Source: an optimization exercise on an open RTL-to-GDS flow (aim: a short achievable clock period and few clock cycles). Production flows keep margins and buffers that such runs may drop. Function was not checked in any run shown here: the RTL went through the layout flow alone. No activity file was given, so power comes from the tool's default toggle rates.

[flow/flow/run.sh]
#!/bin/bash
# Standard layout; ports buffered with buf_4 instead of the smallest buffer,
# and the resizer free to change a cell's footprint.
set -euo pipefail
bash standard.sh "BUFFER_PORTS_ARGS=-buffer_cell sky130_fd_sc_hd__buf_4" MATCH_CELL_FOOTPRINT=0 finish > make_finish.log 2>&1
[flow/standard.sh]
#!/bin/bash
# synth_recipe.tcl (not shown) runs the flow's synth.tcl, then flattens the netlist and writes it again
# the make line also repeats each setting of config.mk as NAME=value (left out here)
make -C /OpenROAD-flow-scripts/flow DESIGN_CONFIG=/design/flow/config.mk WORK_HOME=/design/flow/orfs CLKGATE_MAP_FILE= SYNTH_SCRIPT=/design/flow/synth_recipe.tcl "${@:-finish}"
[flow/config.mk]
export PLATFORM = sky130hd
export DESIGN_NAME = lc3b_pipeline
export DESIGN_NICKNAME = lc3b_pipeline
export VERILOG_FILES = /design/flow/design.v
export SDC_FILE = /design/flow/constraint.sdc
export NUM_CORES = 4
export LEC_CHECK = 0
export ABC_CLOCK_PERIOD_IN_PS = 2000
export CAP_MARGIN = 20
export CORE_MARGIN = 2
export CORE_UTILIZATION = 40
export SETUP_SLACK_MARGIN = 2.5
export SLEW_MARGIN = 20
[flow/constraint.sdc]
create_clock -name core_clock -period 4.5 [get_ports {clk}]
set_input_delay 0.9000 -clock core_clock [delete_from_list [all_inputs] [get_ports {clk}]]
set_output_delay 0.9000 -clock core_clock [all_outputs]
set_load 0.01 [all_outputs]
[flow/design.v]
package lc3b_pkg;
    typedef logic [15:0] lc3b_word;
    typedef logic [2:0] lc3b_reg;
    typedef logic [1:0] lc3b_mem_wmask;
    typedef logic [2:0] lc3b_nzp;
    typedef enum logic [3:0] {
        op_br  = 4'b0000,
        op_add = 4'b0001,
        op_ldb = 4'b0010,
        op_stb = 4'b0011,
        op_and = 4'b0101,
        op_ldr = 4'b0110,
        op_str = 4'b0111,
        op_not = 4'b1001
    } lc3b_opcode;
    typedef enum logic [1:0] {
        alu_add,
        alu_and,
        alu_not,
        alu_pass
    } lc3b_aluop;
endpackage
module lc3b_pipeline
#(
    parameter logic [15:0] RESET_PC = 16'h0000
)
(
    input  logic        clk,
    input  logic        rst,
    output logic        imem_read,
    output logic [15:0] imem_address,
    input  logic        imem_resp,
    input  logic [15:0] imem_rdata,
    output logic        dmem_read,
    output logic        dmem_write,
    output logic [15:0] dmem_address,
    output logic [15:0] dmem_wdata,
    output logic [1:0]  dmem_byte_enable,
    input  logic        dmem_resp,
    input  logic [15:0] dmem_rdata
);
    function automatic logic [8:0] carries8(input logic [7:0] a, input logic [7:0] b, input logic ci);
        logic [7:0] g, p;
        g = a & b;
        p = a | b;
        g[0] = g[0] | (p[0] & ci);
        for (int d = 1; d < 8; d = d * 2)
        begin
            for (int i = 7; i >= d; i--)
            begin
                g[i] = g[i] | (p[i] & g[i-d]);
                p[i] = p[i] & p[i-d];
            end
        end
        carries8 = {g, ci};
    endfunction
    function automatic logic [9:0] carries_ci9(input logic [8:0] a, input logic [8:0] b);
        logic [8:0] g, p;
        g = a & b;
        p = a | b;
        g[0] = g[0] | p[0];
        for (int d = 1; d < 9; d = d * 2)
        begin
            for (int i = 8; i >= d; i--)
            begin
                g[i] = g[i] | (p[i] & g[i-d]);
                p[i] = p[i] & p[i-d];
            end
        end
        carries_ci9 = {g, 1'b1};
    endfunction
    function automatic logic [5:0] inc6(input logic [5:0] x);
        logic c;
        c = 1'b1;
        for (int i = 0; i < 6; i++)
        begin
            inc6[i] = x[i] ^ c;
            c = c & x[i];
        end
    endfunction
    function automatic logic [5:0] dec6(input logic [5:0] x);
        logic b;
        b = 1'b1;
        for (int i = 0; i < 6; i++)
        begin
            dec6[i] = x[i] ^ b;
            b = b & ~x[i];
        end
    endfunction
    function automatic logic sum_zero8(input logic [7:0] a, input logic [7:0] b);
        logic [7:0] t, c;
        t = a ^ b;
        c = {a[6:0] | b[6:0], 1'b0};
        sum_zero8 = ~|(t ^ c);
    endfunction
    function automatic logic [2:0] flags(input logic [15:0] v);
        flags = v[15] ? 3'b100 : (v == 16'h0000) ? 3'b010 : 3'b001;
    endfunction
    logic [15:0] pc_f;
    logic        ird;
    logic        d_v;
    logic [15:0] d_ir;
    logic [15:0] d_pcn;
    logic [15:0] d_tgt;
    logic        d_cross;
    logic [15:0] d_imm;
    logic        d_add, d_and, d_not, d_ld, d_st, d_byte, d_br, d_wen, d_use1, d_use2, d_pred;
    logic        a_v, a_wen, a_load, a_store, a_br;
    logic        a_add, a_and, a_not, a_byte, a_pred;
    logic [2:0]  a_dest, a_nzp;
    logic [15:0] a_alt;
    logic [7:0]  a_alo, a_blo, a_alo_sh, a_blo_sh;
    logic [7:0]  a_ahi, a_bhi;
    logic        a_fha, a_fhb;           
    logic        a_lla, a_llb;           
    logic [15:0] a_sd;
    logic        a_fsdh, a_fsdl, a_fsdm;  
    logic        b_v, b_wen, b_load, b_store, b_br;
    logic        b_add, b_and, b_not, b_byte, b_pred;
    logic [2:0]  b_dest, b_nzp;
    logic [15:0] b_alt;
    logic [7:0]  b_lo;
    logic        b_c8, b_zlo, b_a0;
    logic [7:0]  b_ahi, b_bhi, b_ahi_sh, b_bhi_sh;
    logic [15:0] b_sd;
    logic        b_fsdm;
    logic        m_wen, m_load, m_store, m_byte, m_z;
    logic [2:0]  m_dest;
    logic [15:0] m_res;
    logic [15:0] m_addr, m_addr_sh;
    logic [15:0] m_wdata, m_wdata_sh, wd_b;
    logic [1:0]  m_be, m_be_sh, be_b;
    logic [15:0] rf [8];
    logic [2:0]  cc;
    logic        stall_m;
    logic [15:0] ld_data;
    logic [15:0] m_val;
    assign dmem_read        = m_load;
    assign dmem_write       = m_store;
    assign dmem_address     = m_addr;
    assign dmem_wdata       = m_wdata;
    assign dmem_byte_enable = m_be;
    assign stall_m = (m_load | m_store) & ~dmem_resp;
    assign ld_data = !m_byte ? dmem_rdata :
                     m_addr_sh[0] ? {8'h00, dmem_rdata[15:8]} : {8'h00, dmem_rdata[7:0]};
    assign m_val   = m_load ? ld_data : m_res;
    logic        go;
    assign go = ~stall_m;
    logic [7:0]  opa_lo, opb_lo, t_lo, alu_lo;
    logic [8:0]  cy_lo;
    logic        z_lo;
    assign opa_lo = a_lla ? ld_data[7:0] : a_alo;
    assign opb_lo = a_llb ? ld_data[7:0] : a_blo;
    assign cy_lo  = carries8(opa_lo, opb_lo, 1'b0);
    assign t_lo   = opa_lo ^ opb_lo;
    assign alu_lo = a_add ? (t_lo ^ cy_lo[7:0]) : a_and ? (opa_lo & opb_lo) : ~opa_lo;
    assign z_lo   = a_add ? sum_zero8(opa_lo, opb_lo) : a_and ? ~|(opa_lo & opb_lo) : &opa_lo;
    logic [7:0]  t_fw, fw_lo;
    logic [8:0]  cy_fw;
    assign cy_fw  = carries8(a_alo, a_blo, 1'b0);
    assign t_fw   = a_alo ^ a_blo;
    assign fw_lo  = a_add ? (t_fw ^ cy_fw[7:0]) : a_and ? (a_alo & a_blo) : ~a_alo;
    logic [7:0]  t_hi, alu_hi;
    logic [8:0]  cy_hi;
    logic [15:0] res_b, sd_b;
    logic [2:0]  cc_b;
    logic        taken_b, x_redirect;
    assign cy_hi  = carries8(b_ahi, b_bhi, b_c8);
    assign t_hi   = b_ahi ^ b_bhi;
    assign alu_hi = b_add ? (t_hi ^ cy_hi[7:0]) : b_and ? (b_ahi & b_bhi) : ~b_ahi;
    assign res_b  = {alu_hi, b_lo};
    assign sd_b   = b_fsdm ? ld_data : b_sd;
    assign cc_b       = m_wen ? {m_res[15], m_z, ~m_res[15] & ~m_z} : cc;
    assign taken_b    = |(b_nzp & cc_b);
    assign x_redirect = b_v & b_br & (taken_b ^ b_pred);
    logic [2:0]  s1, s2, s3, dd;
    logic        a1, a2, a3, b1, b2, b3, c1, c2, c3;
    logic [15:0] rv1, rv2, rv3;
    logic [7:0]  lo1, lo2, lo3, hi1, hi2, hi3;
    logic        lu_d, d_go, d_free, d_redirect;
    assign s1 = d_ir[8:6];
    assign s2 = d_ir[2:0];
    assign s3 = d_ir[11:9];
    assign dd = d_ir[11:9];
    assign a1 = a_wen & (a_dest == s1);
    assign a2 = a_wen & (a_dest == s2);
    assign a3 = a_wen & (a_dest == s3);
    assign b1 = b_wen & (b_dest == s1);
    assign b2 = b_wen & (b_dest == s2);
    assign b3 = b_wen & (b_dest == s3);
    assign c1 = m_wen & (m_dest == s1);
    assign c2 = m_wen & (m_dest == s2);
    assign c3 = m_wen & (m_dest == s3);
    assign rv1 = c1 ? m_val : rf[s1];
    assign rv2 = c2 ? m_val : rf[s2];
    assign rv3 = c3 ? m_val : rf[s3];
    assign lo1 = a1 ? fw_lo : b1 ? b_lo : rv1[7:0];
    assign lo2 = a2 ? fw_lo : b2 ? b_lo : rv2[7:0];
    assign lo3 = a3 ? fw_lo : b3 ? b_lo : rv3[7:0];
    assign hi1 = b1 ? alu_hi : rv1[15:8];
    assign hi2 = b2 ? alu_hi : rv2[15:8];
    assign hi3 = b3 ? alu_hi : rv3[15:8];
    assign lu_d   = (a_load & ((d_use1 & (a_dest == s1)) | (d_use2 & (a_dest == s2)) | d_br)) |
                    ((a_lla | a_llb) & (a1 | a2 | a3));
    assign d_go   = d_v & go & ~lu_d;
    assign d_free = ~d_v | d_go;
    assign d_redirect = d_v & d_cross & ~x_redirect;
    logic [3:0]  f_op;
    logic [15:0] pcn_f, f_next;
    logic [8:0]  t_f;
    logic [9:0]  cy_f;
    logic [5:0]  hi_f, hi_inc, hi_dec;
    logic [15:0] tgt_f;
    logic        cross_f;
    logic [8:0]  lo0_f, lo1_f;
    logic [15:0] pc_alt;
    logic        pred_f, f_take;
    assign imem_read    = ird;
    assign imem_address = pc_f;
    assign f_op         = imem_rdata[15:12];
    assign pcn_f        = pc_f + 16'd2;
    assign cy_f         = carries_ci9(pc_f[9:1], imem_rdata[8:0]);
    assign t_f          = pc_f[9:1] ^ imem_rdata[8:0];
    assign cross_f      = cy_f[9] ^ imem_rdata[8];
    assign hi_inc       = inc6(pc_f[15:10]);
    assign hi_dec       = dec6(pc_f[15:10]);
    assign hi_f         = ~cross_f ? pc_f[15:10] : cy_f[9] ? hi_inc : hi_dec;
    assign tgt_f        = {hi_f, t_f ^ cy_f[8:0], pc_f[0]};
    assign lo0_f        = pred_f ? t_f : pcn_f[9:1];
    assign lo1_f        = pred_f ? ~t_f : pcn_f[9:1];
    assign f_next       = {pred_f ? pc_f[15:10] : pcn_f[15:10],
                           (cy_f[8:0] & lo1_f) | (~cy_f[8:0] & lo0_f), pc_f[0]};
    assign pc_alt       = x_redirect ? b_alt : d_redirect ? d_tgt : pc_f;
    assign pred_f       = (f_op == 4'b0000) & (imem_rdata[11:9] != 3'b000) &
                          (imem_rdata[8] | (imem_rdata[11:9] == 3'b111));
    assign f_take       = imem_resp & d_free & ~x_redirect & ~d_redirect;
    always_ff @(posedge clk)
    begin
        if (rst)
        begin
            pc_f <= RESET_PC;
            d_v  <= 1'b0;
        end
        else
        begin
            pc_f <= f_take ? f_next : pc_alt;
            if (d_free | x_redirect)
                d_v <= f_take;
        end
    end
    always_ff @(posedge clk)
    begin
        ird <= ~rst;
    end
    always_ff @(posedge clk)
    begin
        if (d_free)
        begin
            d_ir    <= imem_rdata;
            d_pcn   <= pcn_f;
            d_tgt   <= tgt_f;
            d_cross <= pred_f & cross_f;
            d_pred  <= pred_f;
            d_add   <= (f_op == 4'b0001) | (f_op == 4'b0110) | (f_op == 4'b0010) |
                       (f_op == 4'b0111) | (f_op == 4'b0011);
            d_and   <= (f_op == 4'b0101);
            d_not   <= (f_op == 4'b1001);
            d_ld    <= (f_op == 4'b0110) | (f_op == 4'b0010);
            d_st    <= (f_op == 4'b0111) | (f_op == 4'b0011);
            d_byte  <= (f_op == 4'b0010) | (f_op == 4'b0011);
            d_br    <= (f_op == 4'b0000);
            d_wen   <= (f_op == 4'b0001) | (f_op == 4'b0101) | (f_op == 4'b1001) |
                       (f_op == 4'b0110) | (f_op == 4'b0010);
            d_use1  <= (f_op == 4'b0001) | (f_op == 4'b0101) | (f_op == 4'b1001) |
                       (f_op == 4'b0110) | (f_op == 4'b0010) | (f_op == 4'b0111) | (f_op == 4'b0011);
            d_use2  <= ((f_op == 4'b0001) | (f_op == 4'b0101)) & ~imem_rdata[5];
            if ((f_op == 4'b0001) | (f_op == 4'b0101))
                d_imm <= {{11{imem_rdata[4]}}, imem_rdata[4:0]};
            else if ((f_op == 4'b0110) | (f_op == 4'b0111))
                d_imm <= {{9{imem_rdata[5]}}, imem_rdata[5:0], 1'b0};
            else
                d_imm <= {{10{imem_rdata[5]}}, imem_rdata[5:0]};
        end
    end
    logic        a_new;
    logic [7:0]  alo_n, blo_n;
    assign a_new = d_go & ~x_redirect;
    assign alo_n = lo1;
    assign blo_n = d_use2 ? lo2 : d_imm[7:0];
    always_ff @(posedge clk)
    begin
        if (rst)
        begin
            a_v     <= 1'b0;
            a_wen   <= 1'b0;
            a_load  <= 1'b0;
            a_store <= 1'b0;
            a_br    <= 1'b0;
        end
        else if (go | x_redirect)
        begin
            a_v     <= a_new;
            a_wen   <= a_new & d_wen;
            a_load  <= a_new & d_ld;
            a_store <= a_new & d_st;
            a_br    <= a_new & d_br;
        end
    end
    always_ff @(posedge clk)
    begin
        if (go)
        begin
            a_add    <= d_add;
            a_and    <= d_and;
            a_not    <= d_not;
            a_byte   <= d_byte;
            a_dest   <= dd;
            a_nzp    <= d_ir[11:9];
            a_pred   <= d_pred;
            a_alt    <= d_pred ? d_pcn : d_tgt;
            a_alo_sh <= alo_n;
            a_blo_sh <= blo_n;
            a_ahi    <= hi1;
            a_bhi    <= d_use2 ? hi2 : d_imm[15:8];
            a_fha    <= a1;
            a_fhb    <= d_use2 & a2;
            a_lla    <= ~a1 & b1 & b_load;
            a_llb    <= d_use2 & ~a2 & b2 & b_load;
            a_sd     <= {hi3, lo3};
            a_fsdh   <= a3;
            a_fsdl   <= ~a3 & b3 & b_load;
            a_fsdm   <= a3 & a_load;
        end
    end
    always_ff @(posedge clk)
    begin
        a_alo <= go ? alo_n : a_alo_sh;
        a_blo <= go ? blo_n : a_blo_sh;
    end
    logic        b_new;
    logic [7:0]  ahi_n, bhi_n;
    assign b_new = a_v & ~x_redirect;
    assign ahi_n = a_fha ? alu_hi : a_lla ? ld_data[15:8] : a_ahi;
    assign bhi_n = a_fhb ? alu_hi : a_llb ? ld_data[15:8] : a_bhi;
    always_ff @(posedge clk)
    begin
        if (rst)
        begin
            b_v     <= 1'b0;
            b_wen   <= 1'b0;
            b_load  <= 1'b0;
            b_store <= 1'b0;
            b_br    <= 1'b0;
        end
        else if (go)
        begin
            b_v     <= b_new;
            b_wen   <= b_new & a_wen;
            b_load  <= b_new & a_load;
            b_store <= b_new & a_store;
            b_br    <= b_new & a_br;
        end
    end
    always_ff @(posedge clk)
    begin
        if (go)
        begin
            b_add    <= a_add;
            b_and    <= a_and;
            b_not    <= a_not;
            b_byte   <= a_byte;
            b_dest   <= a_dest;
            b_nzp    <= a_nzp;
            b_pred   <= a_pred;
            b_alt    <= a_alt;
            b_lo     <= alu_lo;
            b_c8     <= a_add & cy_lo[8];
            b_zlo    <= z_lo;
            b_a0     <= opa_lo[0] ^ opb_lo[0];
            b_ahi_sh <= ahi_n;
            b_bhi_sh <= bhi_n;
            b_sd     <= a_fsdl ? ld_data : a_fsdh ? {alu_hi, a_sd[7:0]} : a_sd;
            b_fsdm   <= a_fsdm;
        end
    end
    always_ff @(posedge clk)
    begin
        b_ahi <= go ? ahi_n : b_ahi_sh;
        b_bhi <= go ? bhi_n : b_bhi_sh;
    end
    always_ff @(posedge clk)
    begin
        if (rst)
        begin
            m_wen   <= 1'b0;
            m_load  <= 1'b0;
            m_store <= 1'b0;
        end
        else if (go)
        begin
            m_wen   <= b_wen;
            m_load  <= b_load;
            m_store <= b_store;
        end
    end
    assign wd_b = b_byte ? {sd_b[7:0], sd_b[7:0]} : sd_b;
    assign be_b = b_byte ? (b_a0 ? 2'b10 : 2'b01) : 2'b11;
    always_ff @(posedge clk)
    begin
        if (go)
        begin
            m_byte     <= b_byte;
            m_dest     <= b_dest;
            m_wdata_sh <= wd_b;
            m_be_sh    <= be_b;
        end
        if (go & (b_load | b_store))
            m_addr_sh <= res_b;
    end
    always_ff @(posedge clk)
    begin
        m_wdata <= go ? wd_b : m_wdata_sh;
        m_be    <= go ? be_b : m_be_sh;
        m_addr  <= (go & (b_load | b_store)) ? res_b : m_addr_sh;
    end
    always_ff @(posedge clk)
    begin
        m_res <= res_b;
        m_z   <= b_zlo & ~|alu_hi;
    end
    always_ff @(posedge clk)
    begin
        if (rst)
        begin
            for (int i = 0; i < 8; i++)
                rf[i] <= 16'h0000;
            cc <= 3'b000;
        end
        else if (m_wen)
        begin
            rf[m_dest] <= m_val;
            cc         <= m_load ? flags(ld_data) : {m_res[15], m_z, ~m_res[15] & ~m_z};
        end
    end
endmodule
==> summary.json, run 1 <==
{
  "outcome": {
    "status": "complete, no violations"
  },
  "die": {
    "floorplan.core_area_um2": 57600,
    "initial_utilization": 0.404,
    "die-area_um2": 60100,
    "floorplan_die_width_um": 245,
    "placementRows": 88,
    "fp.dieH_um": 245,
    "floorplan.io_pins": 89
  },
  "logic_synthesis": {
    "ys_dominant_reg_cell": "sky130_fd_sc_hd__edfxtp_1",
    "synthDominantCellAreaShare": 0.476,
    "post_synth_inst_count": 1991,
    "synth-async-reset-ratio": 0,
    "netlist_top_cells_count": "369 x sky130_fd_sc_hd__edfxtp_1, 228 x sky130_fd_sc_hd__nor2_1, 175 x sky130_fd_sc_hd__nand2_1, 143 x sky130_fd_sc_hd__o21ai_0, 109 x sky130_fd_sc_hd__inv_1",
    "synth_edf_count": 369,
    "count_of_distinct_cell_types_in_the_synthesized_netlist": 73,
    "ys.warnings.count": 1,
    "synth_top_area_cell": "sky130_fd_sc_hd__edfxtp_1",
    "syn-mean-instance-area_um2": 11.7,
    "mappedNetlistArea_um2": 23300,
    "post_synth_main_area_contributors": "sky130_fd_sc_hd__edfxtp_1 48%, sky130_fd_sc_hd__mux4_2 9.3%, sky130_fd_sc_hd__dfxtp_1 5.2%",
    "yosys.cell_count.top_type": "sky130_fd_sc_hd__edfxtp_1",
    "synth.yosys.seq_area_share": 0.528,
    "synth-seq-cells": 429
  },
  "timing": {
    "final.min_clock_period_ps": 2650,
    "finalHoldWorstSlack_ps": 416,
    "finClkSkew_ps": 35.6,
    "max_freq_mhz": 378,
    "share_of_the_cycle_needed_by_the_critical_path_after_routing": 0.588,
    "hold_viol_final": 0,
    "grt_setup_unrepaired": "yes",
    "slew_at_the_pin_closest_to_its_max_slew_limit_ps": 952,
    "setup-violations-final": 0,
    "report.final.slew_viol_count": 0,
    "timing.max_slew.rel_slack": 0.365
  },
  "cts": {
    "ctsRootBufferMaster": "sky130_fd_sc_hd__clkbuf_16",
    "worstSkewPairLatency_ps": 610,
    "cts-buffers-inserted": 49,
    "cts.htree.levels": 2,
    "tritoncts_num_sinks": 429,
    "clock_path_buffers": 3,
    "cts_tree": "built",
    "worst_setup_hold_path_clk_slew_ps": 60
  },
  "route": {
    "drt-initial-drc-count": 1377,
    "antenna_violating_nets_post_route": 0,
    "number_of_iterations_in_the_first_detailed_routing_pass": 5,
    "drt_wl_total_mm": 71.3,
    "detail_route.wl_per_cell_um": 22.9,
    "via_count": 17500,
    "route.detailed.drc": 0,
    "vias_per_cell": 5.63
  },
  "cells_and_area": {
    "num-nets-final": 2412,
    "antenna_cells": 0,
    "final-instance-count-excl-fill": 3112,
    "drive_gt1_frac": 0.440,
    "finish.utilization": 0.553,
    "fillers": 4654,
    "synthToLayoutAreaGrowth_pct": 36.9,
    "fin_area_um2": 31900
  },
  "placed_design": {
    "post-place-cells": 2736,
    "placed_area_um2": 25100,
    "place.port_buffers": 88,
    "dp_hpwl_mm": 42.9,
    "place.gp.congestion": 0.896
  },
  "setup_path": {
    "setup.worst_path.start_class": "flop",
    "timing.critical_path.arrival_ps": 2990,
    "crit_path_max_fanout": 4,
    "worst-setup-path-type": "reg -> reg",
    "timing.critical_path.required_ps": 4850,
    "critical_path.endpoint_type": "flop"
  },
  "job": {
    "max-cap-violations": 0
  },
  "grt": {
    "grt_usage": 0.229,
    "grt_pass1_wl_mm": 105,
    "globalRoute.totalOverflow": 0,
    "grt_antenna_before_repair": 0,
    "grt_start_max_net_pins": 88,
    "via_count_of_the_first_global_routing_pass": 17100
  },
  "power": {
    "irDropWorstVdd_uv": 290,
    "power-per-cell-area_nw_per_um2": 349,
    "cellLeakagePower_nw": 12.5,
    "power_mw": 11.1
  },
  "hold_path": {
    "min_path_type": "reg -> reg"
  }
}
==> metrics by stage <==
| step | TNS [ps] | setup WS (ps) |
|---|---|---|
| after floorplan | -4100 | -173 |
| after global placement | 0 | 1350 |
| after detailed placement | 0 | 1320 |
| after CTS | 0 | 1860 |
| after global routing | 0 | 1730 |
| final | 0 | 1850 |
==> flip-flops by register name, summed over array words and instances, names as in the netlist, 16 cells and up, named ones only <==
signal      flops
a_alt          16
a_sd           16
b_alt          16
b_sd           16
d_tgt          16
m_addr_sh      16
m_res          16
m_wdata_sh     16
pc_f           16
rf            128
==> critical path, stage by stage (launching register included) <==
cell and delay (ps):
sky130_fd_sc_hd__edfxtp_1 500, sky130_fd_sc_hd__nand2_8 110, sky130_fd_sc_hd__mux2i_4 220, sky130_fd_sc_hd__a21o_1 200, sky130_fd_sc_hd__inv_2 80, sky130_fd_sc_hd__ha_4 150
sky130_fd_sc_hd__inv_4 30, sky130_fd_sc_hd__fa_2 350, sky130_fd_sc_hd__o21bai_1 190, sky130_fd_sc_hd__a21oi_2 80, sky130_fd_sc_hd__o21bai_1 150, sky130_fd_sc_hd__a21oi_2 90
sky130_fd_sc_hd__xnor2_1 120, sky130_fd_sc_hd__nor2_1 80, sky130_fd_sc_hd__a21oi_1 40
==> cells in the final DEF (no fill, tap or decap), drive strengths merged, types with 12 or more instances in the layout <==
cell type | netlist | final
a211oi | 27 | 27
a21o | 15 | 15
a21oi | 95 | 95
a31oi | 12 | 12
buf | 28 | 384
clkbuf | 109 | 79
clkinv | 1 | 19
dfxtp | 60 | 60
edfxtp | 369 | 369
ha | 62 | 62
inv | 110 | 108
mux2 | 79 | 79
mux2i | 80 | 80
mux4 | 96 | 96
nand2 | 176 | 178
nand2b | 19 | 19
nand3 | 21 | 21
nand4 | 18 | 19
nor2 | 229 | 229
nor2b | 21 | 21
nor3 | 18 | 18
o21ai | 149 | 149
xnor2 | 48 | 48
xor2 | 26 | 26
==> logic make-up (layout without fill, tap and decap cells) <==
logic type	count (synthesis)	in the layout	share of synthesized area
simple gates	550	553	0.104
flops	429	429	0.528
compound gates	368	368	0.0954
mux	255	255	0.166
buf+inv	248	601	0.0414
xor+xnor	74	74	0.0279
fa+ha+maj	67	67	0.0376
==> cell type report <==
type	count	area, um2	share of cell area
sequential	429	12400	0.389
multi-input combinational	1317	12200	0.384
timing repair buffer	400	4240	0.133
clock buffer	63	1300	0.0408
tap	765	957	0.0300
inverter	111	467	0.0147
clock inverter	26	289	0.00907
timing repair inverter	1	5.00	0.000157
==> metal layers <==
metal | share of wire | vias to the layer above | global-route usage
li1 | - | 7939 | -
met1 | 0.41 | 8783 | 0.294
met2 | 0.50 | 661 | 0.390
met3 | 0.056 | 127 | 0.0329
met4 | 0.035 | 0 | 0.0936
met5 | 0 | - | 0
==> path summary, 6_finish.rpt <==
path                                              from                   to  slack, ps  depth (start not counted)
worst max register to register  m_addr_sh[0]$_DFFE_PP_    b_lo[6]$_DFFE_PN_       1850                         14
worst max-delay path            m_addr_sh[0]$_DFFE_PP_    b_lo[6]$_DFFE_PN_       1850                         14
worst min register to register     a_alt[12]$_DFFE_PN_  b_alt[12]$_DFFE_PN_        420                          0
worst min-delay path               a_alt[12]$_DFFE_PN_  b_alt[12]$_DFFE_PN_        420                          0
==> power by group <==
part           switching (mW)  leakage [nW]  total, mW  internal (mW)
Sequential              0.249          4.48       4.92           4.67
Clock                    1.71         0.775       3.99           2.29
Combinational            1.12          7.21       2.20           1.09
==> timing repair <==
item	CTS	global route
buffers inserted	166	98
endpoints found under the setup margin	654	378
hold buffers	0	0
resized for setup	443	216
pin swaps	111	114
cloned	16	7
==> inputs of run 2 (changes only) <==
==> flow/flow/run.sh (replaced) <==
#!/bin/bash
# Standard layout; ports buffered with buf_4 instead of the smallest buffer,
# the resizer free to change a cell's footprint, and adders left to ABC as
# plain logic instead of full/half-adder cells.
set -euo pipefail
bash standard.sh "BUFFER_PORTS_ARGS=-buffer_cell sky130_fd_sc_hd__buf_4" MATCH_CELL_FOOTPRINT=0 ADDER_MAP_FILE= finish > make_finish.log 2>&1
==> run 2 against run 1 <==
Effect of this change:
- combinational power decreased by 5%
- global-route usage about the same
- sequential power about the same
- via count increased by 0.97%
- power decreased by 2.5%
==> summary.json, run 2 <==
{
  "job": {
    "max-cap-violations": {"value": 0, "change": "unchanged"}
  },
  "cts": {
    "tritoncts_num_sinks": {"value": 429, "change": "unchanged"},
    "ctsRootBufferMaster": "sky130_fd_sc_hd__clkbuf_16",
    "worst_setup_hold_path_clk_slew": {"value": 60, "unit": "ps", "change": "about the same"},
    "clock_path_buffers": {"value": 3, "change": "unchanged"},
    "cts-buffers-inserted": {"value": 47, "change": "-4.1%"},
    "cts_tree": "built",
    "cts.htree.levels": {"value": 2, "change": "unchanged"},
    "worstSkewPairLatency": {"value": 600, "unit": "ps", "change": "about the same"},
    "cts_hold_buffers": {"value": 0, "change": "unchanged"}
  },
  "setup_path": {
    "critical_path.max_stage_delay": {"value": 470, "unit": "ps", "change": "-30 ps"},
    "worst-setup-path-type": "reg -> reg",
    "critical_path.endpoint_type": "flop",
    "list_of_cells_traversed_by_the_critical_path": "maj3_2 > maj3_2 > o221a_4 > or2_4 > maj3_2 > xnor2_4 > a21oi_4 > or4_4 > nor3_4",
    "setup.worst_path.start_class": "flop",
    "timing.critical_path.slowest_stage_cell": "sky130_fd_sc_hd__edfxtp_1",
    "crit_path_max_fanout": {"value": 3, "change": "-1"},
    "timing.critical_path.required": {"value": 5010, "unit": "ps", "change": "+160 ps"},
    "crit_top_cell": "sky130_fd_sc_hd__maj3_2",
    "timing.critical_path.arrival": {"value": 3450, "unit": "ps", "change": "+460 ps"}
  },
  "logic_synthesis": {
    "mappedNetlistArea": {"value": 23000, "unit": "um2", "change": "-1.3%"},
    "yosys.cell_count.top_type": "sky130_fd_sc_hd__edfxtp_1",
    "ys_dominant_reg_cell": "sky130_fd_sc_hd__edfxtp_1",
    "synth-async-reset-ratio": {"value": 0, "change": "unchanged"},
    "synth_edf_count": {"value": 369, "change": "unchanged"},
    "synth.mux.area_fraction": {"value": 0.161, "change": "-0.00421"},
    "synth.yosys.seq_area_share": {"value": 0.535, "change": "+0.00690"},
    "synth_top_family_by_area": "multiplexers",
    "ys.warnings.count": {"value": 1, "change": "unchanged"},
    "post_synth_main_area_contributors": "sky130_fd_sc_hd__edfxtp_1 48%, sky130_fd_sc_hd__mux4_2 9.4%, sky130_fd_sc_hd__dfxtp_1 5.2%",
    "post_synth_xor_area_fraction": {"value": 0.0431, "change": "+0.0152"},
    "yosys.area_share.adder": {"value": 0.00556, "change": "-0.0321"},
    "synth-seq-cells": {"value": 429, "change": "unchanged"},
    "synth-compound-area-share": {"value": 0.0985, "change": "+0.00310"},
    "count_of_distinct_cell_types_in_the_synthesized_netlist": {"value": 72, "change": "-1.4%"},
    "syn-mean-instance-area": {"value": 11.3, "unit": "um2", "change": "-3.3%"},
    "synth_top_area_cell": "sky130_fd_sc_hd__edfxtp_1",
    "netlist_top_cells_count": "369 x sky130_fd_sc_hd__edfxtp_1, 286 x sky130_fd_sc_hd__nor2_1, 210 x sky130_fd_sc_hd__nand2_1, 138 x sky130_fd_sc_hd__o21ai_0, 136 x sky130_fd_sc_hd__a21oi_1",
    "post_synth_inst_count": {"value": 2032, "change": "+2.1%"},
    "synthDominantCellAreaShare": {"value": 0.482, "change": "+0.00623"},
    "synth_simple_gate_area_share": {"value": 0.125, "change": "+0.0203"}
  },
  "power": {
    "irDropWorstVdd": {"value": 331, "unit": "uV", "change": "+14%"},
    "seq_power_share": {"value": 0.452, "change": "+0.009"},
    "power-per-cell-area": {"value": 346, "unit": "nW/um2", "change": "-0.73%"},
    "power": {"value": 10.8, "unit": "mW", "change": "-2.5%"},
    "total_net_switching_power": {"value": 2.94, "unit": "mW", "change": "-4.2%"},
    "p_int": {"value": 7.90, "unit": "mW", "change": "-1.9%"},
    "cellLeakagePower": {"value": 11.7, "unit": "nW", "change": "-5.9%"},
    "power.share.clock": {"value": 0.355, "change": "-0.004"},
    "pwr-share-comb": {"value": 0.193, "change": "-0.005"},
    "power_switching_share": {"value": 0.272, "change": "-0.00471"}
  },
  "route": {
    "number_of_iterations_in_the_first_detailed_routing_pass": {"value": 5, "change": "unchanged"},
    "met2_length": {"value": 35.8, "unit": "mm", "change": "-0.13%"},
    "drt_wl_total": {"value": 70.5, "unit": "mm", "change": "-1.1%"},
    "vias_per_cell": {"value": 5.68, "change": "+0.91%"},
    "drt-initial-drc-count": {"value": 1573, "change": "+14%"},
    "wl_met1": {"value": 28.3, "unit": "mm", "change": "-2.1%"},
    "highest-signal-layer": "met5",
    "via_count": {"value": 17700, "change": "+0.97%"},
    "detail_route.wl_per_cell": {"value": 22.6, "unit": "um", "change": "-1.2%"},
    "wl_met3": {"value": 4.23, "unit": "mm", "change": "+6.0%"},
    "antenna_violating_nets_post_route": {"value": 0, "change": "unchanged"},
    "route.detailed.drc": {"value": 0, "change": "unchanged"}
  },
  "cells_and_area": {
    "fillers": {"value": 4574, "change": "-1.7%"},
    "ff_latch_area": {"value": 12400, "unit": "um2", "change": "-0.12%"},
    "antenna_cells": {"value": 0, "change": "unchanged"},
    "top_register": "rf",
    "drive_gt1_frac": {"value": 0.425, "change": "-0.0143"},
    "num-nets-final": {"value": 2355, "change": "-2.4%"},
    "final_common_cell": "sky130_fd_sc_hd__edfxtp_1",
    "synthToLayoutAreaGrowth_pct": 36.2,
    "multi_input_gate_area": {"value": 12100, "unit": "um2", "change": "-1.3%"},
    "largest_register_ffs": {"value": 128, "change": "unchanged"},
    "final-instance-count-excl-fill": {"value": 3114, "change": "+0.064%"},
    "mostFrequentLayoutCells": "369 x sky130_fd_sc_hd__edfxtp_1, 257 x sky130_fd_sc_hd__nor2_1, 211 x sky130_fd_sc_hd__buf_4"
  },
  "placed_design": {
    "place.gp.congestion": {"value": 0.846, "change": "-5.6%"},
    "post-place-cells": {"value": 2766, "change": "+1.1%"},
    "dp_hpwl": {"value": 42.4, "unit": "mm", "change": "-1.2%"},
    "place.port_buffers": {"value": 88, "change": "unchanged"}
  },
  "timing": {
    "share_of_the_cycle_needed_by_the_critical_path_after_routing": {"value": 0.653, "change": "+0.0648"},
    "report.final.slew_viol_count": {"value": 0, "change": "unchanged"},
    "max_freq": {"value": 340, "unit": "MHz", "change": "-9.9%"},
    "finClkSkew": {"value": 32.2, "unit": "ps", "change": "-3.48 ps"},
    "timing.max_slew.rel_slack": {"value": 0.259, "change": "-0.106"},
    "slew_at_the_pin_closest_to_its_max_slew_limit": {"value": 1110, "unit": "ps", "change": "+159 ps"},
    "setup-tns-final": {"value": 0, "unit": "ps", "change": "unchanged"},
    "hold_viol_final": {"value": 0, "change": "unchanged"},
    "setup-violations-final": {"value": 0, "change": "unchanged"},
    "grt_setup_unrepaired": "yes",
    "final.min_clock_period": {"value": 2940, "unit": "ps", "change": "+292 ps"}
  },
  "grt": {
    "grt_antenna_before_repair": {"value": 3, "change": "+3"},
    "via_count_of_the_first_global_routing_pass": {"value": 17400, "change": "+1.9%"},
    "grt_usage": {"value": 0.230, "change": "+0.000401"},
    "globalRoute.totalOverflow": {"value": 0, "change": "unchanged"},
    "grt_start_max_net_pins": {"value": 174, "change": "+98%"},
    "grt_pass1_wl": {"value": 105, "unit": "mm", "change": "+0.34%"}
  },
  "die": {
    "die-area": {"value": 59400, "unit": "um2", "change": "-1.3%"},
    "placementRows": {"value": 87, "change": "-1.1%"},
    "fp.dieH": {"value": 244, "unit": "um", "change": "-0.64%"},
    "floorplan.core_area": {"value": 56600, "unit": "um2", "change": "-1.7%"},
    "floorplan_die_width": {"value": 244, "unit": "um", "change": "-0.64%"},
    "floorplan.io_pins": {"value": 89, "change": "unchanged"},
    "initial_utilization": {"value": 0.406, "change": "+0.00170"}
  },
  "outcome": {
    "status": "complete, no violations"
  },
  "hold_path": {
    "min_path_type": "reg -> reg"
  }
}
[run 2: worst paths after layout]
path / from / end / slack, ps / cells past startpoint
max: b_c8$_DFFE_PN_ / m_z$_DFF_P_ / 1560 / 9
min: a_alt[2]$_DFFE_PN_ / b_alt[2]$_DFFE_PN_ / 420 / 0
max reg2reg: b_c8$_DFFE_PN_ / m_z$_DFF_P_ / 1560 / 9
min reg2reg: a_alt[2]$_DFFE_PN_ / b_alt[2]$_DFFE_PN_ / 420 / 0
[run 2: power by group through the flow]
stage | Sequential [mW] | Clock (mW) | Combinational (mW)
after floorplan | 4.86 | 0 | 1.03
after global placement | 4.99 | 0 | 1.33
after detailed placement | 5.00 | 0 | 1.35
after CTS | 4.89 | 3.91 | 1.71
after global routing | 4.93 | 4.07 | 2.23
final | 4.90 | 3.85 | 2.09
[run 2: cells by family (layout without fill, tap and decap cells)]
family / after synthesis / in the layout
compound gates: 386 / 386
xor+xnor: 113 / 113
fa+ha+maj: 12 / 12
buf+inv: 191 / 516
flops: 429 / 429
mux: 239 / 239
simple gates: 662 / 663
[run 2: layout make-up]
type                    instances  share of cell area
repair buffers                398               0.135
multi-input cells            1413               0.386
well taps                     756              0.0302
clock buffers                  62              0.0420
flip-flops and latches        429               0.395
inverters                      30             0.00496
clock inverters                26             0.00720
[run 2: repair_timing]
action,4_1_cts,5_1_grt
buffers inserted,149,97
endpoints found under the hold margin,0,0
pin swaps,104,110
cloned,13,1
resized for setup,360,286
setup endpoints to repair,442,478
[run 2: per-stage QoR]
stage / utilization / instance area [um2] / setup WS [ps] / hold slack, ps
floorplan: - / 23700 / 85.1 / 400
global placement: 0.439 / 24800 / 864 / 401
detailed placement: 0.439 / 24800 / 859 / 405
CTS: 0.517 / 29300 / 1550 / 416
global route: 0.553 / 31300 / 1520 / 423
finish: 0.553 / 31300 / 1560 / 419
[run 2: critical path: cells and delay by family, from the launching register on]
kind	cells	cell delay, ps
AOI/OAI and AO/OA	2	240
adders and majority gates	3	1070
DFF	1	470
xor gates and xnor gates	1	190
and+or+nand+nor	3	900
[run 2: metal layers]
layer  track usage  up-vias
met2         0.396      626
met5             0        -
met4        0.0786        6
met1         0.292     8838
met3        0.0393      131
li1              -     8079
==> inputs of run 3 (changes only) <==
--- a/flow/config.mk
+++ b/flow/config.mk
@@ -6,5 +6,5 @@
 export NUM_CORES = 4
 export LEC_CHECK = 0
-export ABC_CLOCK_PERIOD_IN_PS = 2000
+export ABC_CLOCK_PERIOD_IN_PS = 300
 export CAP_MARGIN = 20
 export CORE_MARGIN = 2
==> run 3 against run 2 <==
Effect of this change:
- still clean
- fmax did not move
- final area did not move
- utilization did not move
- sequential share of layout area did not move
- critical path type unchanged
- critical endpoint unchanged
- highest routed layer unchanged
==> summary.json, run 3 <==
{
  "cells_and_area": {
    "synthToLayoutAreaGrowth": {"value": 36.2, "unit": "%", "change": "unchanged"},
    "final-instance-count-excl-fill": {"value": 3114, "change": "unchanged"},
    "final_common_cell": "sky130_fd_sc_hd__edfxtp_1",
    "top_register": "rf",
    "num-nets-final": {"value": 2355, "change": "unchanged"},
    "antenna_cells": {"value": 0, "change": "unchanged"},
    "largest_register_ffs": {"value": 128, "change": "unchanged"},
    "mostFrequentLayoutCells": "369 x sky130_fd_sc_hd__edfxtp_1, 257 x sky130_fd_sc_hd__nor2_1, 211 x sky130_fd_sc_hd__buf_4",
    "drive_gt1_frac": {"value": 0.425, "change": "unchanged"},
    "fin_area": {"value": 31300, "unit": "um2", "change": "unchanged"},
    "fillers": {"value": 4574, "change": "unchanged"},
    "finish.utilization": {"value": 0.553, "change": "unchanged"}
  },
  "outcome": {
    "status": "complete, no violations"
  },
  "die": {
    "initial_utilization": {"value": 0.406, "change": "unchanged"},
    "fp.dieH": {"value": 244, "unit": "um", "change": "unchanged"},
    "placementRows": {"value": 87, "change": "unchanged"},
    "floorplan_die_width": {"value": 244, "unit": "um", "change": "unchanged"},
    "die-area": {"value": 59400, "unit": "um2", "change": "unchanged"},
    "floorplan.core_area": {"value": 56600, "unit": "um2", "change": "unchanged"},
    "floorplan.io_pins": {"value": 89, "change": "unchanged"}
  },
  "logic_synthesis": {
    "synth_top_area_cell": "sky130_fd_sc_hd__edfxtp_1",
    "synthDominantCellAreaShare": {"value": 0.482, "change": "unchanged"},
    "ys.warnings.count": {"value": 1, "change": "unchanged"},
    "netlist_top_cells_count": "369 x sky130_fd_sc_hd__edfxtp_1, 286 x sky130_fd_sc_hd__nor2_1, 210 x sky130_fd_sc_hd__nand2_1, 138 x sky130_fd_sc_hd__o21ai_0, 136 x sky130_fd_sc_hd__a21oi_1",
    "post_synth_main_area_contributors": "sky130_fd_sc_hd__edfxtp_1 48%, sky130_fd_sc_hd__mux4_2 9.4%, sky130_fd_sc_hd__dfxtp_1 5.2%",
    "mappedNetlistArea": {"value": 23000, "unit": "um2", "change": "unchanged"},
    "yosys.cell_count.top_type": "sky130_fd_sc_hd__edfxtp_1",
    "synth.yosys.seq_area_share": {"value": 0.535, "change": "unchanged"},
    "post_synth_inst_count": {"value": 2032, "change": "unchanged"},
    "ys_dominant_reg_cell": "sky130_fd_sc_hd__edfxtp_1",
    "syn-mean-instance-area": {"value": 11.3, "unit": "um2", "change": "unchanged"},
    "synth_edf_count": {"value": 369, "change": "unchanged"},
    "synth-async-reset-ratio": {"value": 0, "change": "unchanged"},
    "synth-seq-cells": {"value": 429, "change": "unchanged"},
    "count_of_distinct_cell_types_in_the_synthesized_netlist": {"value": 72, "change": "unchanged"}
  },
  "cts": {
    "cts-buffers-inserted": {"value": 47, "change": "unchanged"},
    "cts.htree.levels": {"value": 2, "change": "unchanged"},
    "cts_tree": "built",
    "cts_hold_buffers": {"value": 0, "change": "unchanged"},
    "worst_setup_hold_path_clk_slew": {"value": 60, "unit": "ps", "change": "about the same"},
    "tritoncts_num_sinks": {"value": 429, "change": "unchanged"},
    "ctsRootBufferMaster": "sky130_fd_sc_hd__clkbuf_16",
    "worstSkewPairLatency": {"value": 600, "unit": "ps", "change": "about the same"},
    "clock_path_buffers": {"value": 3, "change": "unchanged"}
  },
  "placed_design": {
    "place.port_buffers": {"value": 88, "change": "unchanged"},
    "post-place-cells": {"value": 2766, "change": "unchanged"},
    "detailedPlace.worstSlack": {"value": 859, "unit": "ps", "change": "unchanged"},
    "dp_hpwl": {"value": 42.4, "unit": "mm", "change": "unchanged"},
    "placed_area": {"value": 24800, "unit": "um2", "change": "unchanged"},
    "place.gp.congestion": {"value": 0.846, "change": "unchanged"}
  },
  "setup_path": {
    "timing.critical_path.required": {"value": 5010, "unit": "ps", "change": "about the same"},
    "worst-setup-path-type": "reg -> reg",
    "crit_path_max_fanout": {"value": 3, "change": "unchanged"},
    "timing.critical_path.arrival": {"value": 3450, "unit": "ps", "change": "about the same"},
    "setup.worst_path.start_class": "flop",
    "critical_path.endpoint_type": "flop"
  },
  "route": {
    "vias_per_cell": {"value": 5.68, "change": "unchanged"},
    "antenna_violating_nets_post_route": {"value": 0, "change": "unchanged"},
    "number_of_iterations_in_the_first_detailed_routing_pass": {"value": 5, "change": "unchanged"},
    "drt_wl_total": {"value": 70.5, "unit": "mm", "change": "unchanged"},
    "via_count": {"value": 17700, "change": "unchanged"},
    "route.detailed.drc": {"value": 0, "change": "unchanged"},
    "drt-initial-drc-count": {"value": 1573, "change": "unchanged"},
    "detail_route.wl_per_cell": {"value": 22.6, "unit": "um", "change": "unchanged"}
  },
  "job": {
    "max-cap-violations": {"value": 0, "change": "unchanged"}
  },
  "timing": {
    "finClkSkew": {"value": 32.2, "unit": "ps", "change": "unchanged"},
    "slew_at_the_pin_closest_to_its_max_slew_limit": {"value": 1110, "unit": "ps", "change": "unchanged"},
    "report.final.slew_viol_count": {"value": 0, "change": "unchanged"},
    "max_freq": {"value": 340, "unit": "MHz", "change": "unchanged"},
    "timing.max_slew.rel_slack": {"value": 0.259, "change": "unchanged"},
    "share_of_the_cycle_needed_by_the_critical_path_after_routing": {"value": 0.653, "change": "unchanged"},
    "setup-tns-final": {"value": 0, "unit": "ps", "change": "unchanged"},
    "grt_setup_unrepaired": "yes",
    "hold_viol_final": {"value": 0, "change": "unchanged"},
    "finalHoldWorstSlack": {"value": 419, "unit": "ps", "change": "unchanged"},
    "final.min_clock_period": {"value": 2940, "unit": "ps", "change": "unchanged"},
    "setup-violations-final": {"value": 0, "change": "unchanged"},
    "final_critical_path_setup_slack": {"value": 1560, "unit": "ps", "change": "unchanged"}
  },
  "grt": {
    "grt_usage": {"value": 0.230, "change": "unchanged"},
    "globalRoute.totalOverflow": {"value": 0, "change": "unchanged"},
    "grt_pass1_wl": {"value": 105, "unit": "mm", "change": "unchanged"},
    "grt_antenna_before_repair": {"value": 3, "change": "unchanged"},
    "via_count_of_the_first_global_routing_pass": {"value": 17400, "change": "unchanged"},
    "grt_start_max_net_pins": {"value": 174, "change": "unchanged"}
  },
  "hold_path": {
    "min_path_type": "reg -> reg"
  },
  "power": {
    "power-per-cell-area": {"value": 346, "unit": "nW/um2", "change": "unchanged"},
    "cellLeakagePower": {"value": 11.7, "unit": "nW", "change": "unchanged"},
    "irDropWorstVdd": {"value": 331, "unit": "uV", "change": "unchanged"},
    "power": {"value": 10.8, "unit": "mW", "change": "unchanged"}
  }
}
-- run 3: cell counts in the layout (fill, tap and decap cells not counted) --
No cell type changed its count.
-- run 3: cell families (layout without fill, tap and decap cells) --
family	after synthesis	in the layout	synth area share
and+or+nand+nor	662	663	0.125
DFF	429	429	0.535
AOI/OAI and AO/OA	386	386	0.0985
muxes	239	239	0.161
buffers and inverters	191	516	0.0322
xor gates and xnor gates	113	113	0.0431
adders and majority gates	12	12	0.00556
-- run 3: per-layer routing --
| metal | wire length [um] | vias up | GRT usage | part of all wire |
|---|---|---|---|---|
| met5 | 35 | - | 0 | 0.00050 |
| met3 | 4230 | 131 | 0.0393 | 0.060 |
| met2 | 35800 | 626 | 0.396 | 0.51 |
| li1 | - | 8079 | - | - |
| met4 | 2090 | 6 | 0.0786 | 0.030 |
| met1 | 28300 | 8838 | 0.292 | 0.40 |
-- run 3: layout make-up --
class | instances | area (um2) | share of cell area
sequential | 429 | 12400 | 0.395
multi-input combinational | 1413 | 12100 | 0.386
timing repair buffer | 398 | 4220 | 0.135
clock buffer | 62 | 1320 | 0.0420
tap | 756 | 946 | 0.0302
clock inverter | 26 | 225 | 0.00720
inverter | 30 | 155 | 0.00496
-- run 3: power breakdown --
part	switching [mW]	internal, mW	total [mW]
clock	1.66	2.19	3.85
sequential	0.247	4.65	4.90
combinational	1.04	1.06	2.09
total	2.94	7.90	10.8
-- run 3: worst paths after layout --
path | start | to | slack [ps] | cells past startpoint
setup / recovery | b_c8$_DFFE_PN_ | m_z$_DFF_P_ | 1560 | 9
hold / removal | a_alt[2]$_DFFE_PN_ | b_alt[2]$_DFFE_PN_ | 420 | 0
setup reg to reg | b_c8$_DFFE_PN_ | m_z$_DFF_P_ | 1560 | 9
hold reg to reg | a_alt[2]$_DFFE_PN_ | b_alt[2]$_DFFE_PN_ | 420 | 0
-- run 3: what timing repair did --
item / 4_1_cts / 5_1_grt
buffers inserted: 149 / 97
gates resized for setup: 360 / 286
pin swaps: 104 / 110
setup endpoints to repair: 442 / 478
cloned: 13 / 1
hold endpoints to repair: 0 / 0
-- run 3: critical path, cell delays in order, from the launching register on --
cell and delay (ps):
sky130_fd_sc_hd__edfxtp_1 470, sky130_fd_sc_hd__maj3_2 360, sky130_fd_sc_hd__maj3_2 360, sky130_fd_sc_hd__o221a_4 140, sky130_fd_sc_hd__or2_4 230, sky130_fd_sc_hd__maj3_2 350, sky130_fd_sc_hd__xnor2_4 190, sky130_fd_sc_hd__a21oi_4 100
sky130_fd_sc_hd__or4_4 460, sky130_fd_sc_hd__nor3_4 210
==> inputs of run 4 (changes only) <==
--- a/flow/design.v
+++ b/flow/design.v
@@ -21,4 +21,61 @@
     } lc3b_aluop;
 endpackage
+module lc3b_carry9
+(
+    input  logic [8:0] a,
+    input  logic [8:0] b,
+    output logic [9:0] cy
+);
+    logic [8:0] g [5];
+    logic [8:0] p [5];
+    assign g[0] = (a & b) | {8'd0, a[0] | b[0]};
+    assign p[0] = a | b;
+    for (genvar l = 1; l < 5; l++)
+    begin : level
+        for (genvar i = 0; i < 9; i++)
+        begin : bit_
+            if (i >= (1 << (l - 1)))
+            begin : merge
+                assign g[l][i] = g[l-1][i] | (p[l-1][i] & g[l-1][i - (1 << (l - 1))]);
+                assign p[l][i] = p[l-1][i] & p[l-1][i - (1 << (l - 1))];
+            end
+            else
+            begin : pass
+                assign g[l][i] = g[l-1][i];
+                assign p[l][i] = p[l-1][i];
+            end
+        end
+    end
+    assign cy = {g[4], 1'b1};
+endmodule
+module lc3b_carry8
+(
+    input  logic [7:0] a,
+    input  logic [7:0] b,
+    input  logic       ci,
+    output logic [8:0] cy
+);
+    logic [7:0] g [4];
+    logic [7:0] p [4];
+    assign g[0] = (a & b) | {7'd0, (a[0] | b[0]) & ci};
+    assign p[0] = a | b;
+    for (genvar l = 1; l < 4; l++)
+    begin : level
+        for (genvar i = 0; i < 8; i++)
+        begin : bit_
+            if (i >= (1 << (l - 1)))
+            begin : merge
+                assign g[l][i] = g[l-1][i] | (p[l-1][i] & g[l-1][i - (1 << (l - 1))]);
+                assign p[l][i] = p[l-1][i] & p[l-1][i - (1 << (l - 1))];
+            end
+            else
+            begin : pass
+                assign g[l][i] = g[l-1][i];
+                assign p[l][i] = p[l-1][i];
+            end
+        end
+    end
+    assign cy = {g[3], ci};
+endmodule
 module lc3b_pipeline
 #(
@@ -40,34 +97,4 @@
     input  logic [15:0] dmem_rdata
 );
-    function automatic logic [8:0] carries8(input logic [7:0] a, input logic [7:0] b, input logic ci);
-        logic [7:0] g, p;
-        g = a & b;
-        p = a | b;
-        g[0] = g[0] | (p[0] & ci);
-        for (int d = 1; d < 8; d = d * 2)
-        begin
-            for (int i = 7; i >= d; i--)
-            begin
-                g[i] = g[i] | (p[i] & g[i-d]);
-                p[i] = p[i] & p[i-d];
-            end
-        end
-        carries8 = {g, ci};
-    endfunction
-    function automatic logic [9:0] carries_ci9(input logic [8:0] a, input logic [8:0] b);
-        logic [8:0] g, p;
-        g = a & b;
-        p = a | b;
-        g[0] = g[0] | p[0];
-        for (int d = 1; d < 9; d = d * 2)
-        begin
-            for (int i = 8; i >= d; i--)
-            begin
-                g[i] = g[i] | (p[i] & g[i-d]);
-                p[i] = p[i] & p[i-d];
-            end
-        end
-        carries_ci9 = {g, 1'b1};
-    endfunction
     function automatic logic [5:0] inc6(input logic [5:0] x);
         logic c;
@@ -152,5 +179,5 @@
     assign opa_lo = a_lla ? ld_data[7:0] : a_alo;
     assign opb_lo = a_llb ? ld_data[7:0] : a_blo;
-    assign cy_lo  = carries8(opa_lo, opb_lo, 1'b0);
+    lc3b_carry8 u_cy_lo (.a(opa_lo), .b(opb_lo), .ci(1'b0), .cy(cy_lo));
     assign t_lo   = opa_lo ^ opb_lo;
     assign alu_lo = a_add ? (t_lo ^ cy_lo[7:0]) : a_and ? (opa_lo & opb_lo) : ~opa_lo;
@@ -158,5 +185,5 @@
     logic [7:0]  t_fw, fw_lo;
     logic [8:0]  cy_fw;
-    assign cy_fw  = carries8(a_alo, a_blo, 1'b0);
+    lc3b_carry8 u_cy_fw (.a(a_alo), .b(a_blo), .ci(1'b0), .cy(cy_fw));
     assign t_fw   = a_alo ^ a_blo;
     assign fw_lo  = a_add ? (t_fw ^ cy_fw[7:0]) : a_and ? (a_alo & a_blo) : ~a_alo;
@@ -166,5 +193,5 @@
     logic [2:0]  cc_b;
     logic        taken_b, x_redirect;
-    assign cy_hi  = carries8(b_ahi, b_bhi, b_c8);
+    lc3b_carry8 u_cy_hi (.a(b_ahi), .b(b_bhi), .ci(b_c8), .cy(cy_hi));
     assign t_hi   = b_ahi ^ b_bhi;
     assign alu_hi = b_add ? (t_hi ^ cy_hi[7:0]) : b_and ? (b_ahi & b_bhi) : ~b_ahi;
@@ -220,5 +247,5 @@
     assign f_op         = imem_rdata[15:12];
     assign pcn_f        = pc_f + 16'd2;
-    assign cy_f         = carries_ci9(pc_f[9:1], imem_rdata[8:0]);
+    lc3b_carry9 u_cy_f (.a(pc_f[9:1]), .b(imem_rdata[8:0]), .cy(cy_f));
     assign t_f          = pc_f[9:1] ^ imem_rdata[8:0];
     assign cross_f      = cy_f[9] ^ imem_rdata[8];
--- a/flow/config.mk
+++ b/flow/config.mk
@@ -6,5 +6,5 @@
 export NUM_CORES = 4
 export LEC_CHECK = 0
-export ABC_CLOCK_PERIOD_IN_PS = 300
+export ABC_CLOCK_PERIOD_IN_PS = 2000
 export CAP_MARGIN = 20
 export CORE_MARGIN = 2
@@ -12,2 +12,4 @@
 export SETUP_SLACK_MARGIN = 2.5
 export SLEW_MARGIN = 20
+export SYNTH_HIERARCHICAL = 1
+export SYNTH_MINIMUM_KEEP_SIZE = 0
==> run 4 against run 3 <==
Effect of this change:
- still clean on timing, DRC and antenna
- non-clock buffer count grew 26
- sequential share of layout area shrank 0.089 points
- final cell count up 0.90%
- utilization up 0.053 points
- clock power increased by 4%
- sequential power about the same
- fmax is 4.8% higher
- synthesized cell count fell by 1.5%
- sequential cell count stayed put
- critical endpoint is now b_lo[5]$_DFFE_PN_
- highest routed layer unchanged
==> summary.json, run 4 <==
{
  "setup_path": {
    "critical_path.endpoint_type": "flop",
    "crit_path_max_fanout": {"value": 5, "change": "+2"},
    "timing.critical_path.slowest_stage_cell": "sky130_fd_sc_hd__edfxtp_1",
    "list_of_cells_traversed_by_the_critical_path": "nand2_4 > mux2i_4 > buf_12 > a21oi_4 > a222oi_1 > o21ai_1 > a21boi_2 > maj3_2 > xnor2_2 > a21oi_1",
    "worstPathBufferInverterCount": {"value": 1, "change": "+1"},
    "critical_path.max_stage_delay": {"value": 510, "unit": "ps", "change": "+40 ps"},
    "worst-setup-path-type": "reg -> reg",
    "category_of_cells_accounting_for_the_largest_share_of_critical_path_delay": "compound AO/OA/AOI/OAI gates",
    "setup.worst_path.start_class": "flop",
    "timing.critical_path.required": {"value": 4830, "unit": "ps", "change": "-180 ps"},
    "timing.critical_path.arrival": {"value": 3140, "unit": "ps", "change": "-310 ps"}
  },
  "hold_path": {
    "min_path_type": "reg -> reg"
  },
  "placed_design": {
    "placed_area": {"value": 24900, "unit": "um2", "change": "+0.18%"},
    "place.port_buffers": {"value": 88, "change": "unchanged"},
    "dp_hpwl": {"value": 42.1, "unit": "mm", "change": "-0.78%"},
    "place.gp.congestion": {"value": 0.894, "change": "+5.7%"}
  },
  "grt": {
    "grt_usage": {"value": 0.228, "change": "-0.00220"},
    "grt_antenna_before_repair": {"value": 2, "change": "-1"},
    "grt_start_max_net_pins": {"value": 78, "change": "-55%"},
    "via_count_of_the_first_global_routing_pass": {"value": 17300, "change": "-0.31%"},
    "grt_pass1_wl": {"value": 104, "unit": "mm", "change": "-0.55%"},
    "globalRoute.totalOverflow": {"value": 0, "change": "unchanged"}
  },
  "timing": {
    "slew_at_the_pin_closest_to_its_max_slew_limit": {"value": 996, "unit": "ps", "change": "-115 ps"},
    "setup-violations-final": {"value": 0, "change": "unchanged"},
    "finClkSkew": {"value": 58.2, "unit": "ps", "change": "+26.1 ps"},
    "finalHoldWorstSlack": {"value": 420, "unit": "ps", "change": "+0.197 ps"},
    "grt_setup_unrepaired": "yes",
    "max_freq": {"value": 357, "unit": "MHz", "change": "+4.8%"},
    "report.final.slew_viol_count": {"value": 0, "change": "unchanged"},
    "final.min_clock_period": {"value": 2800, "unit": "ps", "change": "-134 ps"},
    "share_of_the_cycle_needed_by_the_critical_path_after_routing": {"value": 0.623, "change": "-0.0298"},
    "hold_viol_final": {"value": 0, "change": "unchanged"},
    "setup-tns-final": {"value": 0, "unit": "ps", "change": "unchanged"},
    "timing.max_slew.rel_slack": {"value": 0.336, "change": "+0.0769"}
  },
  "cts": {
    "ctsRootBufferMaster": "sky130_fd_sc_hd__clkbuf_16",
    "clock_path_buffers": {"value": 3, "change": "unchanged"},
    "worst_setup_hold_path_clk_slew": {"value": 60, "unit": "ps", "change": "about the same"},
    "tritoncts_num_sinks": {"value": 429, "change": "unchanged"},
    "cts_tree": "built",
    "cts-buffers-inserted": {"value": 50, "change": "+6.4%"},
    "worstSkewPairLatency": {"value": 640, "unit": "ps", "change": "+40 ps"},
    "cts.htree.levels": {"value": 2, "change": "unchanged"}
  },
  "route": {
    "antenna_violating_nets_post_route": {"value": 0, "change": "unchanged"},
    "route.detailed.drc": {"value": 0, "change": "unchanged"},
    "detail_route.wl_per_cell": {"value": 22.3, "unit": "um", "change": "-1.6%"},
    "via_count": {"value": 17600, "change": "-0.27%"},
    "drt_wl_total": {"value": 70.0, "unit": "mm", "change": "-0.76%"},
    "number_of_iterations_in_the_first_detailed_routing_pass": {"value": 5, "change": "unchanged"},
    "vias_per_cell": {"value": 5.61, "change": "-1.2%"},
    "drt-initial-drc-count": {"value": 1386, "change": "-12%"}
  },
  "cells_and_area": {
    "final_common_cell": "sky130_fd_sc_hd__edfxtp_1",
    "finish.utilization": {"value": 0.553, "change": "about the same"},
    "num-nets-final": {"value": 2381, "change": "+1.1%"},
    "fillers": {"value": 4582, "change": "+0.17%"},
    "drive_gt1_frac": {"value": 0.429, "change": "+0.00339"},
    "largest_register_ffs": {"value": 128, "change": "unchanged"},
    "mostFrequentLayoutCells": "369 x sky130_fd_sc_hd__edfxtp_1, 253 x sky130_fd_sc_hd__buf_4, 221 x sky130_fd_sc_hd__nor2_1",
    "antenna_cells": {"value": 0, "change": "unchanged"},
    "synthToLayoutAreaGrowth": {"value": 36.2, "unit": "%", "change": "about the same"},
    "fin_area": {"value": 31400, "unit": "um2", "change": "+0.29%"},
    "top_register": "rf"
  },
  "outcome": {
    "status": "complete, no violations"
  },
  "logic_synthesis": {
    "post_synth_inst_count": {"value": 2002, "change": "-1.5%"},
    "mappedNetlistArea": {"value": 23000, "unit": "um2", "change": "+0.32%"},
    "ys.warnings.count": {"value": 13, "change": "+12"},
    "syn-mean-instance-area": {"value": 11.5, "unit": "um2", "change": "+1.8%"}
  },
  "die": {
    "initial_utilization": {"value": 0.406, "change": "+0.000501"},
    "floorplan.core_area": {"value": 56700, "unit": "um2", "change": "+0.19%"},
    "floorplan.io_pins": {"value": 89, "change": "unchanged"},
    "fp.dieH": {"value": 244, "unit": "um", "change": "+0.16%"},
    "floorplan_die_width": {"value": 244, "unit": "um", "change": "+0.16%"},
    "placementRows": {"value": 87, "change": "unchanged"},
    "die-area": {"value": 59500, "unit": "um2", "change": "+0.31%"}
  },
  "power": {
    "power": {"value": 11.0, "unit": "mW", "change": "+1.2%"},
    "irDropWorstVdd": {"value": 328, "unit": "uV", "change": "-0.73%"},
    "cellLeakagePower": {"value": 12.0, "unit": "nW", "change": "+1.9%"},
    "power-per-cell-area": {"value": 350, "unit": "nW/um2", "change": "+0.90%"}
  },
  "job": {
    "max-cap-violations": {"value": 0, "change": "unchanged"}
  }
}
## run 4: cell types whose count changed in the layout (fill, tap and decap cells not counted), moves of 9 or more
| cell | previous run | this run |
|---|---|---|
| sky130_fd_sc_hd__buf_8 | 17 | 8 |
| sky130_fd_sc_hd__nor2_1 | 257 | 221 |
| sky130_fd_sc_hd__a21oi_2 | 43 | 21 |
| sky130_fd_sc_hd__nor2_4 | 19 | 7 |
| sky130_fd_sc_hd__o21ai_1 | 38 | 54 |
| sky130_fd_sc_hd__nand2_1 | 179 | 192 |
| sky130_fd_sc_hd__nand3_1 | 26 | 48 |
| sky130_fd_sc_hd__conb_1 | 0 | 9 |
| sky130_fd_sc_hd__xor2_1 | 28 | 18 |
| sky130_fd_sc_hd__o21ai_0 | 64 | 73 |
| sky130_fd_sc_hd__buf_4 | 211 | 253 |
| sky130_fd_sc_hd__clkbuf_1 | 9 | 20 |
## run 4: worst paths after layout
kind / start / endpoint / slack, ps / cells after the start
max: m_byte$_DFFE_PN_ / b_lo[5]$_DFFE_PN_ / 1700 / 10
min: a_alt[11]$_DFFE_PN_ / b_alt[11]$_DFFE_PN_ / 420 / 0
max reg2reg: m_byte$_DFFE_PN_ / b_lo[5]$_DFFE_PN_ / 1700 / 10
min reg2reg: a_alt[11]$_DFFE_PN_ / b_alt[11]$_DFFE_PN_ / 420 / 0
## run 4: worst register-to-register path, cell delays in order, from the launching register on
cell and delay, ps:
sky130_fd_sc_hd__edfxtp_1 510, sky130_fd_sc_hd__nand2_4 140, sky130_fd_sc_hd__mux2i_4 250, sky130_fd_sc_hd__buf_12 150
sky130_fd_sc_hd__a21oi_4 70, sky130_fd_sc_hd__a222oi_1 390, sky130_fd_sc_hd__o21ai_1 230, sky130_fd_sc_hd__a21boi_2 220
sky130_fd_sc_hd__maj3_2 330, sky130_fd_sc_hd__xnor2_2 150, sky130_fd_sc_hd__a21oi_1 70
## run 4: power breakdown
| group | internal [mW] | leakage (nW) | switching (mW) |
|---|---|---|---|
| logic | 1.04 | 6.69 | 1.06 |
| clock network | 2.29 | 0.783 | 1.70 |
| registers | 4.65 | 4.47 | 0.234 |
## run 4: final cells by class
type	count	area [um2]	area share
clock buffers	76	1410	0.0449
clock inverters	17	188	0.00598
inverters	30	190	0.00606
multi-input cells	1408	12000	0.383
flip-flops and latches	429	12400	0.394
well taps	756	946	0.0301
repair buffers	424	4240	0.135
repair inverters	2	20.0	0.000638
## run 4: repair_timing
action / 4_1_cts / 5_1_grt
hold buffers: 0 / 0
buffers inserted: 214 / 80
gates resized for setup: 355 / 215
cloned: 10 / 4
pin swaps: 88 / 101
setup endpoints to repair: 605 / 353
## run 4: stage by stage
stage	std cells	setup slack [ps]
floorplan	2009	1660
global placement	2741	717
detailed placement	2741	672
CTS	3058	1880
global route	3142	1630
finish	3142	1700
## run 4: metal layers
| metal | up-vias | GRT usage | share of wire |
|---|---|---|---|
| li1 | 8105 | - | - |
| met5 | - | 0 | 0.00041 |
| met4 | 4 | 0.0777 | 0.034 |
| met1 | 8780 | 0.294 | 0.41 |
| met2 | 606 | 0.391 | 0.50 |
| met3 | 137 | 0.0336 | 0.059 |

-- port drivers added, routing unchanged --
No port has a modelled driver above. Below, the same layouts with a new extraction and two added sets of constraints.
Step 1, drivers: a clkbuf_16 drives clk and a buf_2 each remaining input, both assumed.
Step 2 also shifts input and output timing later by t, the mid clock arrival at the registers, as if the neighbouring blocks saw the same clock.
a / b / c = no drivers / after step 1 / after step 2; a / b = the first two.
run	t, ns	setup WS [ns]	worst setup path at the end	worst data-port slew with drivers (ns)	pins driven straight from the clock port
run 1	0.659	1.855 / 1.855 / 1.489	input to register	0.05	1
run 2	0.651	1.563 / 1.563 / 1.258	input to register	0.09	1
run 3	0.651	1.563 / 1.563 / 1.258	input to register	0.09	1
run 4	0.673	1.697 / 1.697 / 1.343	input to register	0.07	1
After both steps every run listed still meets setup and hold. The setup slack of run 1, which loses most, moves by 0.000 ns with the drivers and by -0.366 ns with both steps.
